Background: an optimization exercise with open tools, aiming at small area and a short achievable clock period. Do not read the settings as production practice. Where RTL was checked, it was by simulation tests only, not by an equivalence proof against the original.

==> inputs of try-xenon <==
==> flow/design.v <==
package cordic_pkg;
    localparam logic [512*13-1:0] CTRL_TAB = 6656'h65221909c801c2ce2571bb913c63e2bf1cdaaed202821468a7c5592be95dcaa1d34e89747ba73d5debdf5e1ce4e56718b895c06e2f72c19f0d0c661322988cc0e628f2679abd03e65f472995486a2750008b049426e14489cc4ae220d0268ab47da59d3ee9df4e895249b244523a93b4afa5e02e4156098845420612f0ac65f32b086c443218508a823403a0a009806a047019488642720070b3895c6ee44f18f8afc736abb480a0851a29f1564afa5772a874d3a25d1ee9cf577af7d787393959c62e25701b8bdcb067c3431984c8a62330398a3c99e6af40f997d1ca65521a89d40022c12509b851227312b8883409a2ad1f69674fba77d3a254926c91148ea4ed2be9780b9055826211508184bc2b197ccac21b110c861422a08d00e82802601a811c0000000000000000000000000000000000000000000000000000000000000000000000000000000000000000000000000000000000000000000000000000000000000000000000000000000000000000000000000000000000000000000000000000000000000000000000000000000000000000000000000000000000000000000000000000000000000000000000000000000000000000000000000000000000000000000000000000000000000000000000000000000000000000000000000000000000000000000000000000000000000000000000000000000000000000000000000000000000000000000000000000000000011c065221909c801c2ce2571bb913c63e2bf1cdaaed202821468a7c5592be95dcaa1d34e89747ba73d5debdf5e1ce4e56718b895c06e2f72c19f0d0c661322988cc0e628f2679abd03e65f472995486a2750008b049426e14489cc4ae220d0268ab47da59d3ee9df4e895249b244523a93b4afa5e02e4156098845420612f0ac65f32b086c443218508a823403a0a009806a047019488642720070b3895c6ee44f18f8afc736abb480a0851a29f1564afa5772a874d3a25d1ee9cf577af7d787393959c62e25701b8bdcb067c3431984c8a62330398a3c99e6af40f997d1ca65521a89d40022c12509b851227312b8883409a2ad1f69674fba77d3a254926c91148ea4ed2be9780b9055826211508184bc2b197ccac21b110c861422a08d00e82802601a811c0;
    function automatic logic [12:0] ctrl_word(input logic [8:0] angle);
        ctrl_word = CTRL_TAB[13 * angle +: 13];
    endfunction
endpackage
`timescale 1ns/1ps
module cordic_rotator (
    input  logic                    clk,
    input  logic                    rst_n,
    input  logic                    in_valid,
    input  logic [9-1:0] in_x,
    input  logic [9-1:0] in_y,
    input  logic [9-1:0] in_angle,
    output logic                    out_valid,
    output logic [32-1:0]    out_x,
    output logic [32-1:0]    out_y
);
    localparam logic [10:0] PIPE = 11'b11111111111;
    function automatic logic [22:0] add_ci(
        input logic [22:0] a,
        input logic [22:0] b,
        input logic        ci
    );
        logic [23:0] s;
        s      = {a, 1'b1} + {b, ci};
        add_ci = s[23:1];
    endfunction
    function automatic logic signed [22:0] addsub(
        input logic signed [22:0] a,
        input logic signed [22:0] b,
        input logic               sub
    );
        addsub = add_ci(a, b ^ {23{sub}}, sub);
    endfunction
    logic signed [8:0] ain;
    logic [3:0]        qs;
    assign ain   = in_angle;
    assign qs[0] = ain < -135 || ain >= 135;
    assign qs[1] = ain >= -135 && ain < -45;
    assign qs[2] = ain >= -45 && ain < 45;
    assign qs[3] = ain >= 45 && ain < 135;
    logic              v0;
    logic signed [8:0] x0, y0, a0;
    logic [7:0]        q0;
    cordic_pipe #(.W(35), .EN(PIPE[0])) p0 (.clk(clk),
        .d({in_x, in_y, in_angle, ~qs, qs}), .q({x0, y0, a0, q0}));
    cordic_valid #(.EN(PIPE[0])) pv0 (.clk(clk), .rst_n(rst_n), .d(in_valid), .q(v0));
    logic signed [9:0] xe, ye, xn, yn, xq, yq;
    logic [3:0]        qy;
    assign xe = x0;
    assign ye = y0;
    assign xn = -xe;
    assign yn = -ye;
    assign qy = ~q0[7:4];
    assign xq = ({10{q0[0]}} & xn) | ({10{q0[1]}} & yn) | ({10{q0[2]}} & xe) | ({10{q0[3]}} & ye);
    assign yq = ({10{qy[0]}} & yn) | ({10{qy[1]}} & xe) | ({10{qy[2]}} & ye) | ({10{qy[3]}} & xn);
    logic xneg, yneg;
    assign xneg = (a0 <= -90) || (a0 > 90);
    assign yneg = (a0 <= 0);
    logic [12:0] cw;
    assign cw = cordic_pkg::ctrl_word(a0);
    logic [2:0] band;
    assign band = {cw[1:0] == 2'd2, cw[1:0] == 2'd1, cw[1:0] == 2'd0};
    logic signed [9:0] x1, y1;
    logic [7:0]        t1;
    logic [11:0]       c1;
    logic              v1;
    cordic_pipe #(.W(20 + 8 + 12), .EN(PIPE[1])) p1 (.clk(clk),
        .d({xq, yq,
            !cw[2] && !band[0], cw[2] && !band[0], ~band, band,
            yneg, xneg, cw[12:3]}),
        .q({x1, y1, t1, c1}));
    cordic_valid #(.EN(PIPE[1])) pv1 (.clk(clk), .rst_n(rst_n), .d(v0), .q(v1));
    function automatic logic signed [14:0] triple(
        input logic signed [9:0] p,
        input logic signed [9:0] q,
        input logic [2:0]        band,
        input logic              sub
    );
        logic signed [14:0] pe, qe, ta, tb, tc, td, s1, c1;
        pe = p;
        qe = q;
        ta = (pe <<< 4) | {14'd0, !band[0]};
        tb = band[2] ? (pe <<< 2) : (pe <<< 3);
        tc = ((pe & {15{band[0]}}) | ((qe <<< 3) & {15{band[1]}})
              | ((qe <<< 4) & {15{band[2]}})) ^ {15{sub}};
        td = (qe & {15{!band[0]}}) ^ {15{!sub && !band[0]}};
        s1 = ta ^ tb ^ tc;
        c1 = {((ta & tb) | (ta & tc) | (tb & tc)), 1'b0};
        triple = (s1 ^ c1 ^ td) + {((s1 & c1) | (s1 & td) | (c1 & td)), 1'b0};
    endfunction
    logic signed [14:0] u2, w2;
    logic [11:0]        c2;
    logic               v2;
    cordic_pipe #(.W(30 + 12), .EN(PIPE[2])) p2 (.clk(clk),
        .d({triple(x1, y1, t1[2:0], t1[6]), triple(y1, x1, ~t1[5:3], t1[7]), c1}),
        .q({u2, w2, c2}));
    cordic_valid #(.EN(PIPE[2])) pv2 (.clk(clk), .rst_n(rst_n), .d(v1), .q(v2));
    function automatic logic signed [18:0] times25(input logic signed [14:0] u);
        logic signed [18:0] e;
        e = u;
        times25 = (e <<< 4) + (e <<< 3) + e;
    endfunction
    logic signed [18:0] u3, w3;
    logic [11:0]        c3;
    logic               v3;
    cordic_pipe #(.W(38 + 12), .EN(PIPE[3])) p3 (.clk(clk),
        .d({times25(u2), times25(w2), c2}), .q({u3, w3, c3}));
    cordic_valid #(.EN(PIPE[3])) pv3 (.clk(clk), .rst_n(rst_n), .d(v2), .q(v3));
    function automatic logic [1:0] trim_fix(input logic [5:0] t);
        logic [127:0] tab;
        tab = 128'h6b279a96766269592716964562215914;
        trim_fix = tab[2 * t +: 2];
    endfunction
    function automatic logic signed [22:0] gain_trim(input logic signed [18:0] t);
        logic signed [22:0] lo;
        lo = t >>> 6;
        gain_trim = add_ci({t, 2'b00, trim_fix(t[5:0])}, lo, 1'b0);
    endfunction
    logic signed [22:0] u4, w4;
    logic [5:0]         s4;
    logic [9:0]         c4;
    logic               v4;
    cordic_pipe #(.W(46 + 6 + 10), .EN(PIPE[4])) p4 (.clk(clk),
        .d({gain_trim(u3), gain_trim(w3),
            c3[0], !(c3[0] && !c3[1]), !(c3[0] && c3[1]),
            !c3[0], c3[0] && c3[1], c3[0] && !c3[1],
            c3[11:2]}),
        .q({u4, w4, s4, c4}));
    cordic_valid #(.EN(PIPE[4])) pv4 (.clk(clk), .rst_n(rst_n), .d(v3), .q(v4));
    function automatic logic signed [22:0] scaled(
        input logic signed [22:0] a,
        input logic signed [22:0] b,
        input logic [2:0]         sel
    );
        logic signed [22:0] bs, as, d;
        logic               ci;
        bs = b >>> 3;
        as = a >>> 7;
        d  = ({23{sel[0]}} & bs) | ({23{sel[1]}} & ~bs) | ({23{sel[2]}} & as);
        ci = sel[1] && (b[2:0] == 3'd0);
        scaled = add_ci(a, d, ci);
    endfunction
    logic signed [22:0] u5, w5;
    logic [9:0]         c5;
    logic               v5;
    cordic_pipe #(.W(46 + 10), .EN(PIPE[5])) p5 (.clk(clk),
        .d({scaled(u4, w4, s4[2:0]), scaled(w4, u4, ~s4[5:3]), c4}),
        .q({u5, w5, c5}));
    cordic_valid #(.EN(PIPE[5])) pv5 (.clk(clk), .rst_n(rst_n), .d(v4), .q(v5));
    logic signed [22:0] u5s, w5s;
    assign u5s = u5 >>> 7;
    assign w5s = w5 >>> 7;
    logic signed [22:0] u6, w6;
    logic [1:0]         s6;
    logic [8:0]         c6;
    logic               v6;
    cordic_pipe #(.W(46 + 2 + 9), .EN(PIPE[6])) p6 (.clk(clk),
        .d({add_ci(u5, ~u5s, 1'b1), add_ci(w5, w5s, 1'b0), !c5[0], c5[0], c5[9:1]}),
        .q({u6, w6, s6, c6}));
    cordic_valid #(.EN(PIPE[6])) pv6 (.clk(clk), .rst_n(rst_n), .d(v5), .q(v6));
    logic signed [22:0] u7, w7, u8, w8, u9, w9;
    logic [1:0]         s7, s8;
    logic [7:0]         c7;
    logic [6:0]         c8;
    logic               v7, v8, v9;
    cordic_pipe #(.W(46 + 2 + 8), .EN(PIPE[7])) p7 (.clk(clk),
        .d({addsub(u6, w6 >>> 5, s6[0]), addsub(w6, u6 >>> 5, s6[1]), !c6[0], c6[0], c6[8:1]}),
        .q({u7, w7, s7, c7}));
    cordic_valid #(.EN(PIPE[7])) pv7 (.clk(clk), .rst_n(rst_n), .d(v6), .q(v7));
    cordic_pipe #(.W(46 + 2 + 7), .EN(PIPE[8])) p8 (.clk(clk),
        .d({addsub(u7, w7 >>> 6, s7[0]), addsub(w7, u7 >>> 6, s7[1]), !c7[0], c7[0], c7[7:1]}),
        .q({u8, w8, s8, c8}));
    cordic_valid #(.EN(PIPE[8])) pv8 (.clk(clk), .rst_n(rst_n), .d(v7), .q(v8));
    function automatic logic [7:0] micro_sel(input logic [3:0] mag, input logic neg,
                                             input logic y);
        logic [3:0] s1;
        logic [1:0] s2;
        logic       n2;
        s1 = '0;
        s2 = '0;
        n2 = 1'b0;
        case (mag)
            4'd1: s1 = 4'b0001;
            4'd2: s1 = 4'b0010;
            4'd3: begin s1 = 4'b0010; s2 = 2'b01; end
            4'd4: s1 = 4'b0100;
            4'd5: begin s1 = 4'b0100; s2 = 2'b01; end
            4'd6: begin s1 = 4'b0100; s2 = 2'b10; end
            4'd7: begin s1 = 4'b1000; s2 = 2'b01; n2 = 1'b1; end
            4'd8: s1 = 4'b1000;
            default: ;
        endcase
        if (y)
            micro_sel = {!(n2 ^ neg), !neg, ~s2, ~s1};
        else
            micro_sel = {n2 ^ neg, neg, s2, s1};
    endfunction
    logic [7:0] mx9, my9;
    logic [1:0] c9;
    cordic_pipe #(.W(46 + 16 + 2), .EN(PIPE[9])) p9 (.clk(clk),
        .d({addsub(u8, w8 >>> 7, s8[0]), addsub(w8, u8 >>> 7, s8[1]),
            micro_sel(c8[4:1], c8[0], 1'b0), micro_sel(c8[4:1], c8[0], 1'b1), c8[6:5]}),
        .q({u9, w9, mx9, my9, c9}));
    cordic_valid #(.EN(PIPE[9])) pv9 (.clk(clk), .rst_n(rst_n), .d(v8), .q(v9));
    function automatic logic signed [22:0] micro(
        input logic signed [22:0] a,
        input logic signed [22:0] b,
        input logic [5:0]         sel,
        input logic [1:0]         inv
    );
        logic signed [22:0] q, p1, p2, s, c;
        q  = b >>> 10;
        p1 = ((q & {23{sel[0]}}) | ((q <<< 1) & {23{sel[1]}})
              | ((q <<< 2) & {23{sel[2]}}) | ((q <<< 3) & {23{sel[3]}})) ^ {23{inv[0]}};
        p2 = ((q & {23{sel[4]}}) | ((q <<< 1) & {23{sel[5]}})) ^ {23{inv[1]}};
        s = a ^ p1 ^ p2;
        c = {((a & p1) | (a & p2) | (p1 & p2)), inv[0]};
        micro = add_ci(s, c, inv[1]);
    endfunction
    logic signed [22:0] u10, w10;
    logic [1:0]         c10;
    logic               v10;
    cordic_pipe #(.W(46 + 2), .EN(PIPE[10])) p10 (.clk(clk),
        .d({micro(u9, w9, mx9[5:0], mx9[7:6]), micro(w9, u9, ~my9[5:0], my9[7:6]), c9}),
        .q({u10, w10, c10}));
    cordic_valid #(.EN(PIPE[10])) pv10 (.clk(clk), .rst_n(rst_n), .d(v9), .q(v10));
    function automatic logic signed [22:0] force_sign(
        input logic signed [22:0] a,
        input logic               neg
    );
        logic s;
        s = a[22] ^ neg;
        force_sign = add_ci(a ^ {23{s}}, 23'd0, s);
    endfunction
    logic signed [22:0] xo, yo;
    logic               xs, ys;
    logic               vo;
    always_ff @(posedge clk)
    begin
        xo <= force_sign(u10, c10[0]);
        yo <= force_sign(w10, c10[1]);
        xs <= c10[0] && (u10 != 23'd0);
        ys <= c10[1] && (w10 != 23'd0);
        vo <= rst_n && v10;
    end
    assign out_valid = vo;
    assign out_x     = {{5{xs}}, {5{xo[22]}}, xo[21:0]};
    assign out_y     = {{5{ys}}, {5{yo[22]}}, yo[21:0]};
endmodule
module cordic_pipe #(
    parameter int W  = 1,
    parameter bit EN = 1'b1
) (
    input  logic         clk,
    input  logic [W-1:0] d,
    output logic [W-1:0] q
);
    if (EN)
    begin : g_reg
        always_ff @(posedge clk)
        begin
            q <= d;
        end
    end
    else
    begin : g_wire
        assign q = d;
    end
endmodule
module cordic_valid #(
    parameter bit EN = 1'b1
) (
    input  logic clk,
    input  logic rst_n,
    input  logic d,
    output logic q
);
    if (EN)
    begin : g_reg
        always_ff @(posedge clk)
        begin
            q <= rst_n && d;
        end
    end
    else
    begin : g_wire
        assign q = d;
    end
endmodule
==> flow/run.sh <==
#!/bin/bash
# synth_recipe.tcl (not shown) runs the flow's synth.tcl, then flattens the netlist and writes it again
# the make line also repeats each setting of config.mk as NAME=value (left out here)
make -C /OpenROAD-flow-scripts/flow DESIGN_CONFIG=/design/flow/config.mk WORK_HOME=/design/flow/orfs CLKGATE_MAP_FILE= SYNTH_SCRIPT=/design/flow/synth_recipe.tcl finish
==> flow/config.mk <==
export PLATFORM = sky130hd
export DESIGN_NAME = cordic_rotator
export DESIGN_NICKNAME = cordic_rotator
export VERILOG_FILES = /design/flow/design.v
export SDC_FILE = /design/flow/constraint.sdc
export NUM_CORES = 4
export LEC_CHECK = 0
export ABC_AREA = 1
export CAP_MARGIN = 20
export CORE_MARGIN = 2
export CORE_UTILIZATION = 40
export SLEW_MARGIN = 20
==> flow/constraint.sdc <==
create_clock -name core_clock -period 10.5 [get_ports {clk}]
set_input_delay 2.1000 -clock core_clock [delete_from_list [all_inputs] [get_ports {clk}]]
set_output_delay 2.1000 -clock core_clock [all_outputs]
set_load 0.01 [all_outputs]
==> try-willow (differences from try-xenon) <==
--- a/flow/design.v
+++ b/flow/design.v
@@ -1,6 +1,18 @@
 package cordic_pkg;
-    localparam logic [512*13-1:0] CTRL_TAB = 6656'h65221909c801c2ce2571bb913c63e2bf1cdaaed202821468a7c5592be95dcaa1d34e89747ba73d5debdf5e1ce4e56718b895c06e2f72c19f0d0c661322988cc0e628f2679abd03e65f472995486a2750008b049426e14489cc4ae220d0268ab47da59d3ee9df4e895249b244523a93b4afa5e02e4156098845420612f0ac65f32b086c443218508a823403a0a009806a047019488642720070b3895c6ee44f18f8afc736abb480a0851a29f1564afa5772a874d3a25d1ee9cf577af7d787393959c62e25701b8bdcb067c3431984c8a62330398a3c99e6af40f997d1ca65521a89d40022c12509b851227312b8883409a2ad1f69674fba77d3a254926c91148ea4ed2be9780b9055826211508184bc2b197ccac21b110c861422a08d00e82802601a811c0000000000000000000000000000000000000000000000000000000000000000000000000000000000000000000000000000000000000000000000000000000000000000000000000000000000000000000000000000000000000000000000000000000000000000000000000000000000000000000000000000000000000000000000000000000000000000000000000000000000000000000000000000000000000000000000000000000000000000000000000000000000000000000000000000000000000000000000000000000000000000000000000000000000000000000000000000000000000000000000000000000000011c065221909c801c2ce2571bb913c63e2bf1cdaaed202821468a7c5592be95dcaa1d34e89747ba73d5debdf5e1ce4e56718b895c06e2f72c19f0d0c661322988cc0e628f2679abd03e65f472995486a2750008b049426e14489cc4ae220d0268ab47da59d3ee9df4e895249b244523a93b4afa5e02e4156098845420612f0ac65f32b086c443218508a823403a0a009806a047019488642720070b3895c6ee44f18f8afc736abb480a0851a29f1564afa5772a874d3a25d1ee9cf577af7d787393959c62e25701b8bdcb067c3431984c8a62330398a3c99e6af40f997d1ca65521a89d40022c12509b851227312b8883409a2ad1f69674fba77d3a254926c91148ea4ed2be9780b9055826211508184bc2b197ccac21b110c861422a08d00e82802601a811c0;
-    function automatic logic [12:0] ctrl_word(input logic [8:0] angle);
-        ctrl_word = CTRL_TAB[13 * angle +: 13];
+    localparam logic [127:0] CTRL_B0 = 128'h003fffc0000000010000000007fff800;
+    localparam logic [127:0] CTRL_B1 = 128'h0000003ffffffffefffffffff8000000;
+    localparam logic [127:0] CTRL_B2 = 128'hfffffffffff80000ffffe00000000000;
+    localparam logic [127:0] CTRL_B3 = 128'h1ff01fff80ff80fffe03fe03fff01ff0;
+    localparam logic [127:0] CTRL_B4 = 128'h1fc01fc000f800fe0003e003f8001800;
+    localparam logic [127:0] CTRL_B5 = 128'he1f0e1c78f1b870e1e3c6e1c38f1e0f0;
+    localparam logic [127:0] CTRL_B6 = 128'h66f3265993259b32664c966ccb366133;
+    localparam logic [127:0] CTRL_B7 = 128'haa556a8ab54ea9572ad53aa55d52ab55;
+    localparam logic [127:0] CTRL_B8 = 128'h0f03c3e0e0e43c3c838390f0f0783e0f;
+    localparam logic [127:0] CTRL_B9 = 128'h0073fffc6000031ff180000c7fff9c00;
+    localparam logic [127:0] CTRL_B10 = 128'haaa96976aaaaaab7daaaaaaadd2d2aaa;
+    localparam logic [127:0] CTRL_B11 = 128'hc6f0f0f86c6b1b0fe1b1ac6c3e1e1ec6;
+    localparam logic [127:0] CTRL_B12 = 128'h01000000101404000040501000000101;
+    function automatic logic [12:0] ctrl_word(input logic [6:0] r);
+        ctrl_word = {CTRL_B12[r], CTRL_B11[r], CTRL_B10[r], CTRL_B9[r], CTRL_B8[r], CTRL_B7[r], CTRL_B6[r], CTRL_B5[r], CTRL_B4[r], CTRL_B3[r], CTRL_B2[r], CTRL_B1[r], CTRL_B0[r]};
     endfunction
 endpackage
@@ -59,14 +71,18 @@
     assign xneg = (a0 <= -90) || (a0 > 90);
     assign yneg = (a0 <= 0);
+    logic signed [8:0] res;
+    assign res = a0 + (({9{q0[0]}} & (a0[8] ? 9'sd180 : -9'sd180))
+                     | ({9{q0[1]}} & 9'sd90) | ({9{q0[3]}} & -9'sd90));
     logic [12:0] cw;
-    assign cw = cordic_pkg::ctrl_word(a0);
+    assign cw = cordic_pkg::ctrl_word(res[6:0]);
     logic [2:0] band;
     assign band = {cw[1:0] == 2'd2, cw[1:0] == 2'd1, cw[1:0] == 2'd0};
     logic signed [9:0] x1, y1;
-    logic [7:0]        t1;
+    logic [9:0]        t1;
     logic [11:0]       c1;
     logic              v1;
-    cordic_pipe #(.W(20 + 8 + 12), .EN(PIPE[1])) p1 (.clk(clk),
+    cordic_pipe #(.W(20 + 10 + 12), .EN(PIPE[1])) p1 (.clk(clk),
         .d({xq, yq,
+            !cw[2] || band[0], cw[2] || band[0],
             !cw[2] && !band[0], cw[2] && !band[0], ~band, band,
             yneg, xneg, cw[12:3]}),
@@ -77,5 +93,6 @@
         input logic signed [9:0] q,
         input logic [2:0]        band,
-        input logic              sub
+        input logic              sub,
+        input logic              tdinv
     );
         logic signed [14:0] pe, qe, ta, tb, tc, td, s1, c1;
@@ -86,5 +103,5 @@
         tc = ((pe & {15{band[0]}}) | ((qe <<< 3) & {15{band[1]}})
               | ((qe <<< 4) & {15{band[2]}})) ^ {15{sub}};
-        td = (qe & {15{!band[0]}}) ^ {15{!sub && !band[0]}};
+        td = (qe & {15{!band[0]}}) ^ {15{tdinv}};
         s1 = ta ^ tb ^ tc;
         c1 = {((ta & tb) | (ta & tc) | (tb & tc)), 1'b0};
@@ -95,5 +112,5 @@
     logic               v2;
     cordic_pipe #(.W(30 + 12), .EN(PIPE[2])) p2 (.clk(clk),
-        .d({triple(x1, y1, t1[2:0], t1[6]), triple(y1, x1, ~t1[5:3], t1[7]), c1}),
+        .d({triple(x1, y1, t1[2:0], t1[6], !t1[8]), triple(y1, x1, ~t1[5:3], t1[7], !t1[9]), c1}),
         .q({u2, w2, c2}));
     cordic_valid #(.EN(PIPE[2])) pv2 (.clk(clk), .rst_n(rst_n), .d(v1), .q(v2));
@@ -103,19 +120,24 @@
         times25 = (e <<< 4) + (e <<< 3) + e;
     endfunction
+    function automatic logic [1:0] trim_fix(input logic [5:0] u);
+        logic [127:0] tab;
+        tab = 128'h6b271612aa96554577666211aa695914;
+        trim_fix = tab[2 * u +: 2];
+    endfunction
     logic signed [18:0] u3, w3;
+    logic [1:0]         fu3, fw3;
     logic [11:0]        c3;
     logic               v3;
-    cordic_pipe #(.W(38 + 12), .EN(PIPE[3])) p3 (.clk(clk),
-        .d({times25(u2), times25(w2), c2}), .q({u3, w3, c3}));
+    cordic_pipe #(.W(38 + 4 + 12), .EN(PIPE[3])) p3 (.clk(clk),
+        .d({times25(u2), times25(w2), trim_fix(u2[5:0]), trim_fix(w2[5:0]), c2}),
+        .q({u3, w3, fu3, fw3, c3}));
     cordic_valid #(.EN(PIPE[3])) pv3 (.clk(clk), .rst_n(rst_n), .d(v2), .q(v3));
-    function automatic logic [1:0] trim_fix(input logic [5:0] t);
-        logic [127:0] tab;
-        tab = 128'h6b279a96766269592716964562215914;
-        trim_fix = tab[2 * t +: 2];
-    endfunction
-    function automatic logic signed [22:0] gain_trim(input logic signed [18:0] t);
+    function automatic logic signed [22:0] gain_trim(
+        input logic signed [18:0] t,
+        input logic [1:0]         fix
+    );
         logic signed [22:0] lo;
         lo = t >>> 6;
-        gain_trim = add_ci({t, 2'b00, trim_fix(t[5:0])}, lo, 1'b0);
+        gain_trim = add_ci({t, 2'b00, fix}, lo, 1'b0);
     endfunction
     logic signed [22:0] u4, w4;
@@ -124,5 +146,5 @@
     logic               v4;
     cordic_pipe #(.W(46 + 6 + 10), .EN(PIPE[4])) p4 (.clk(clk),
-        .d({gain_trim(u3), gain_trim(w3),
+        .d({gain_trim(u3, fu3), gain_trim(w3, fw3),
             c3[0], !(c3[0] && !c3[1]), !(c3[0] && c3[1]),
             !c3[0], c3[0] && c3[1], c3[0] && !c3[1],
==> flow/flow/run.sh (new file) <==
#!/bin/bash
# Standard layout, with timing repair aimed at a tighter period than the
# constraint (setup margin), so that repair keeps improving the paths that
# set the achieved period. The SDC and the clock period are unchanged.
set -euo pipefail
bash standard.sh SETUP_SLACK_MARGIN=7.2 finish > standard_flow.log 2>&1
==> flow/standard.sh (new file) <==
#!/bin/bash
# synth_recipe.tcl (not shown) runs the flow's synth.tcl, then flattens the netlist and writes it again
# the make line also repeats each setting of config.mk as NAME=value (left out here)
make -C /OpenROAD-flow-scripts/flow DESIGN_CONFIG=/design/flow/config.mk WORK_HOME=/design/flow/orfs CLKGATE_MAP_FILE= SYNTH_SCRIPT=/design/flow/synth_recipe.tcl "${@:-finish}"
removed: flow/run.sh
==> flow_summary.ini <==
[cells_and_area]
multi_input_area_share_pct = 59.6
buf_share_pct = 2.07
mostFrequentLayoutCells = nand2_1 (1,621), inv_1 (786), dfxtp_1 (626), nor2_1 (491), a21oi_1 (476)

[placed_design]
pre_cts_ws_ns = 6.54

[route]
wire_per_inst_um = 18.2

[clock_network]
cts_made_buffers = 74

[outcome]
status = finished clean

[floorplan]
start_util_pct = 40.3
[end of results for try-xenon]
==> flow_summary.ini <==
[outcome]
status = finished clean

[placed_design]
pre_cts_ws_ns = 6.52

[floorplan]
start_util_pct = 40.4

[cells_and_area]
buf_share_pct = 1.92
multi_input_area_share_pct = 58.4

[route]
wire_per_inst_um = 16.4

[synthesis]
yosys_warnings = 11
[end of results for try-willow]
For try-xenon, only the layout was checked, not whether the RTL still works.

==> re-timing with driven ports <==
The results above use ideal ports. As a check the final layouts listed here were re-extracted and re-timed, cells and wires unchanged.
Step 1 sets driving cells, clkbuf_16 on the clock port and buf_2 on the other inputs (assumed; they add their load-dependent delay and slew).
Step 2 times the ports against the registers' clock, not the clock port: input delays grow and output delays shrink by t, the midpoint of the rising clock arrivals with the driver on.
Slacks: no drivers / after step 1 / after step 2; pairs: no drivers / after step 1.
| run | t, ns | setup WS [ns] | slew at the worst register clock pin (ns) |
|---|---|---|---|
| try-xenon | 0.722 | 6.470 / 6.470 / 6.470 | 0.08 / 0.08 |
| try-willow | 0.718 | 7.172 / 7.102 / 6.993 | 0.07 / 0.07 |
After both steps every run listed still meets setup and hold. The setup slack of try-willow, which loses most, moves by -0.070 ns with the drivers and by -0.179 ns with both steps.
